Source: an optimization exercise on an open RTL-to-GDS flow (aim: small area). Production flows keep margins and buffers that such runs may drop.
RTL that was checked went through simulation tests only; none was proved equivalent to the original.

== v37 ==
==> flow/design.v (excerpt) <==
module decode_stage_p #(
    parameter int XLEN  = 32,
    parameter int NREG  = 32,
    parameter int CNT_W = 16
) (
    input  logic             clk,
    input  logic             rst,
    input  logic             in_valid,
    input  logic [31:0]      instr,
    input  logic [XLEN-1:0]  pc_plus4,
    input  logic             wb_we,
    input  logic [4:0]       wb_addr,
    input  logic [XLEN-1:0]  wb_data,
    input  logic             ex_memread,
    input  logic             ex_regwrite,
    input  logic [4:0]       ex_dst,
    input  logic             mem_memread,
    input  logic             mem_regwrite,
    input  logic [4:0]       mem_dst,
    input  logic [XLEN-1:0]  mem_alu,
    output logic             pc_write,
    output logic             ifid_write,
    output logic             ifid_flush,
    output logic             pc_src,
    output logic [XLEN-1:0]  branch_target,
    output logic             illegal_op,
    output logic [CNT_W-1:0] stall_cnt,
    output logic [CNT_W-1:0] flush_cnt,
    output logic             idex_valid,
    output logic [3:0]       idex_ex,
    output logic [2:0]       idex_m,
    output logic [1:0]       idex_wb,
    output logic [4:0]       idex_rs,
    output logic [4:0]       idex_rt,
    output logic [4:0]       idex_rd,
    output logic [XLEN-1:0]  idex_imm,
    output logic [XLEN-1:0]  idex_d1,
    output logic [XLEN-1:0]  idex_d2,
    output logic [XLEN-1:0]  idex_pc4
);
Size: about 3100 cells after synthesis, ~370 I/O pins, roughly 0.050 mm² of cells after synthesis.
Settings: LEC_CHECK=0, CAP_MARGIN=5, CORE_MARGIN=2, CORE_UTILIZATION=65, GPL_TIMING_DRIVEN=1, SETUP_SLACK_MARGIN=0.4, SLEW_MARGIN=5, SYNTH_HIERARCHICAL=1, SYNTH_MINIMUM_KEEP_SIZE=0; clock period 8.0 ns.
standard.sh (not shown) runs the stock make flow with config.mk's settings and CLKGATE_MAP_FILE= SYNTH_SCRIPT=/design/flow/synth_recipe.tcl, a recipe that flattens the netlist after the stock synthesis.
==> flow/flow/run.sh <==
#!/bin/bash
# Layout flow: the standard flow (standard.sh, unchanged synthesis), with
# three changes to how the layout is made:
# - the input and output port buffers use the smallest buffer cell
#   (sky130_fd_sc_hd__buf_1) instead of the one buffer_ports picks by itself;
#   repair still upsizes any of them that timing or slew needs;
# - timing-driven global placement keeps none of the trial buffering and
#   resizing it does to weight the nets (GPL_KEEP_OVERFLOW=0); the usual
#   repair steps after placement, CTS and global routing still run;
# - clock tree synthesis clusters up to 25 sinks within 100 um per leaf
#   buffer and inserts no dummy loads.
# Each step's full output goes to its own log in this folder; ORFS's per-stage
# logs stay under orfs/logs/.
set -euo pipefail
bash standard.sh synth > synth.log 2>&1
bash standard.sh \
  "BUFFER_PORTS_ARGS=-buffer_cell sky130_fd_sc_hd__buf_1" \
  "GPL_KEEP_OVERFLOW=0" \
  "CTS_ARGS=-sink_clustering_enable -repair_clock_nets -sink_clustering_size 25 -sink_clustering_max_diameter 100 -dont_use_dummy_load" \
  finish > layout.log 2>&1
The flow did not stop early for v37: all stages ran, and the layout cleared the timing, DRC and antenna checks.
Here is what was changed in the inputs of v35 compared with v37.
Settings: CORE_UTILIZATION: 65 -> 55.
==> comparison <==
Total inserted antenna cells down 10 in v35 wrt v37
Compared with v37, v35 shows a higher total clock network power.
The final layout from v35, which completed every stage, passed the timing, DRC and antenna checks at the end of the flow.
A cell with the largest stage delay on the worst path of or3_4 is what v35 shows, while nor3b_2 belongs to v37.
All-layer global routing usage (higher): v37
Of v35 and v37, v35 shows the higher final worst setup slack, with v37 below it.
Per the comparison of v35 with v37, initial antenna violation count down 11, effective utilization at floorplan down 10 points, layout overhead on the synthesized area down 0.24 points, total non-filler cell area in the finished layout flat, total placed cells including tap cells up 198.

* * *

T:
decode_stage_p, a different RTL version from the one above (not shown whole).
Size: about 3200 cells after synthesis, roughly 1200 flip-flops, ~50000 µm² of cells after synthesis.
==> flow/config.mk <==
export PLATFORM = sky130hd
export DESIGN_NAME = decode_stage_p
export DESIGN_NICKNAME = decode_stage_p
export VERILOG_FILES = /design/flow/design.v
export SDC_FILE = /design/flow/constraint.sdc
export NUM_CORES = 4
export LEC_CHECK = 0
export CAP_MARGIN = 5
export CORE_MARGIN = 2
export CORE_UTILIZATION = 55
export CTS_CLUSTER_DIAMETER = 100
export CTS_CLUSTER_SIZE = 25
export GPL_TIMING_DRIVEN = 0
export SETUP_SLACK_MARGIN = 0.4
export SLEW_MARGIN = 5
export SYNTH_HIERARCHICAL = 1
export SYNTH_MINIMUM_KEEP_SIZE = 0
==> flow/constraint.sdc <==
create_clock -name core_clock -period 8.0 [get_ports {clk}]
set_input_delay 1.6000 -clock core_clock [delete_from_list [all_inputs] [get_ports {clk}]]
set_output_delay 1.6000 -clock core_clock [all_outputs]
set_load 0.01 [all_outputs]
==> flow/flow/run.sh <==
#!/bin/bash
# Layout flow: the standard flow (standard.sh, unchanged synthesis), with
# two changes to how the layout is made:
# - the input and output port buffers use the smallest buffer cell
#   (sky130_fd_sc_hd__buf_1) instead of the one buffer_ports picks by itself;
#   repair still upsizes any of them that timing or slew needs;
# - clock tree synthesis inserts no dummy loads (clustering as in config.mk).
# Each step's full output goes to its own log in this folder; ORFS's per-stage
# logs stay under orfs/logs/.
set -euo pipefail
bash standard.sh synth > synth.log 2>&1
bash standard.sh \
  "BUFFER_PORTS_ARGS=-buffer_cell sky130_fd_sc_hd__buf_1" \
  "CTS_ARGS=-sink_clustering_enable -repair_clock_nets -sink_clustering_size 25 -sink_clustering_max_diameter 100 -dont_use_dummy_load" \
  finish > layout.log 2>&1
Modified inputs, S compared to T
- SLEW_MARGIN: 5 -> 20
- CAP_MARGIN: 5 -> 20
- SETUP_SLACK_MARGIN: 0.4 -> 0.2
==> flow/run.sh (new file) <==
#!/bin/bash
# synth_recipe.tcl (not shown) runs the flow's synth.tcl, then flattens the netlist and writes it again
# the make line also repeats each setting of config.mk as NAME=value (left out here)
make -C /OpenROAD-flow-scripts/flow DESIGN_CONFIG=/design/flow/config.mk WORK_HOME=/design/flow/orfs CLKGATE_MAP_FILE= SYNTH_SCRIPT=/design/flow/synth_recipe.tcl finish
removed: flow/flow/run.sh
removed: flow/standard.sh
S ran in full, but the layout does not pass; the checks complain about negative setup slack.
NOTE standard cell area after detailed placement T->S increased by a few percent
S ends up with lower register share of the cell area than T does.
Compared with T, S shows a count of clock-net buffers in the final layout that is 77% higher.
For the wire length per cell after detailed routing, S came in about 0.5% higher than T did.
Between T and S, the core utilization is higher for S.
Compared with T, S is hungrier on power.
Comparing post-route clock period utilization for T and S, the smaller number came from T.
S against T: data required time at the worst endpoint held, met1 routed wirelength after detailed routing flat, setup fix buffers added after clock tree synthesis higher, met3 routed wirelength went up 8.0%.

* * *

## rev 12
decode_stage_p, a different RTL version from the one above (not shown whole).
For scale: roughly 3200 cells after synthesis, about 370 I/O pins, ~50000 um^2 of cells after synthesis.
export LEC_CHECK = 0
export CAP_MARGIN = 5
export CORE_MARGIN = 2
export CORE_UTILIZATION = 55
export GPL_TIMING_DRIVEN = 1
export SETUP_SLACK_MARGIN = 0.4
export SLEW_MARGIN = 5
export SYNTH_HIERARCHICAL = 1
export SYNTH_MINIMUM_KEEP_SIZE = 0
create_clock -name core_clock -period 8.0 [get_ports {clk}]
==> flow/flow/run.sh <==
#!/bin/bash
# Layout flow: the standard flow (standard.sh, unchanged synthesis), with
# three changes to how the layout is made:
# - the input and output port buffers use the smallest buffer cell
#   (sky130_fd_sc_hd__buf_1) instead of the one buffer_ports picks by itself;
#   repair still upsizes any of them that timing or slew needs;
# - timing-driven global placement keeps none of the trial buffering and
#   resizing it does to weight the nets (GPL_KEEP_OVERFLOW=0); the usual
#   repair steps after placement, CTS and global routing still run;
# - clock tree synthesis clusters up to 25 sinks within 100 um per leaf
#   buffer and inserts no dummy loads.
# Each step's full output goes to its own log in this folder; ORFS's per-stage
# logs stay under orfs/logs/.
set -euo pipefail
bash standard.sh synth > synth.log 2>&1
bash standard.sh \
  "BUFFER_PORTS_ARGS=-buffer_cell sky130_fd_sc_hd__buf_1" \
  "GPL_KEEP_OVERFLOW=0" \
  "CTS_ARGS=-sink_clustering_enable -repair_clock_nets -sink_clustering_size 25 -sink_clustering_max_diameter 100 -dont_use_dummy_load" \
  finish > layout.log 2>&1
### rev 12 -> rev 13
Settings: a change of CORE_UTILIZATION from 55 to 60.
Results
Rev 12 → rev 13: maximum clock skew at final layout saw little to no change, final area saw a decrease, via count of the first global-routing pass saw a decrease.
No functional check of the RTL was part of any run of this note.

separate check: timing with driven ports:
The flow's constraints put no driver on any port. The routed layouts listed below were extracted and timed again, unchanged, in two steps. Step 1, drivers: a clkbuf_16 drives clk and a buf_2 each remaining input, both assumed. Step 2 also shifts input and output timing later by t, the mid clock arrival at the registers, as if the neighbouring blocks saw the same clock. a / b / c = ideal / step 1 / step 2; a / b = the first two.
run | shift t [ns] | setup slack, ns | worst data-port slew with drivers (ns)
v37 | 0.722 | 0.184 / 0.132 / 0.132 | 0.19
v35 | 0.738 | 0.244 / 0.207 / 0.207 | 0.23
T | 0.750 | 0.039 / -0.081 / -0.081 | 0.18
S | 0.756 | -0.010 / -0.092 / -0.092 | 0.09
rev 12 | 0.746 | 0.153 / 0.017 / 0.017 | 0.17
rev 13 | 0.720 | 0.283 / 0.149 / 0.149 | 0.23
Met with ideal ports but missed after step 2: setup timing in T. The setup slack of rev 12, which loses most, moves by -0.136 ns with the drivers and by -0.136 ns with both steps.
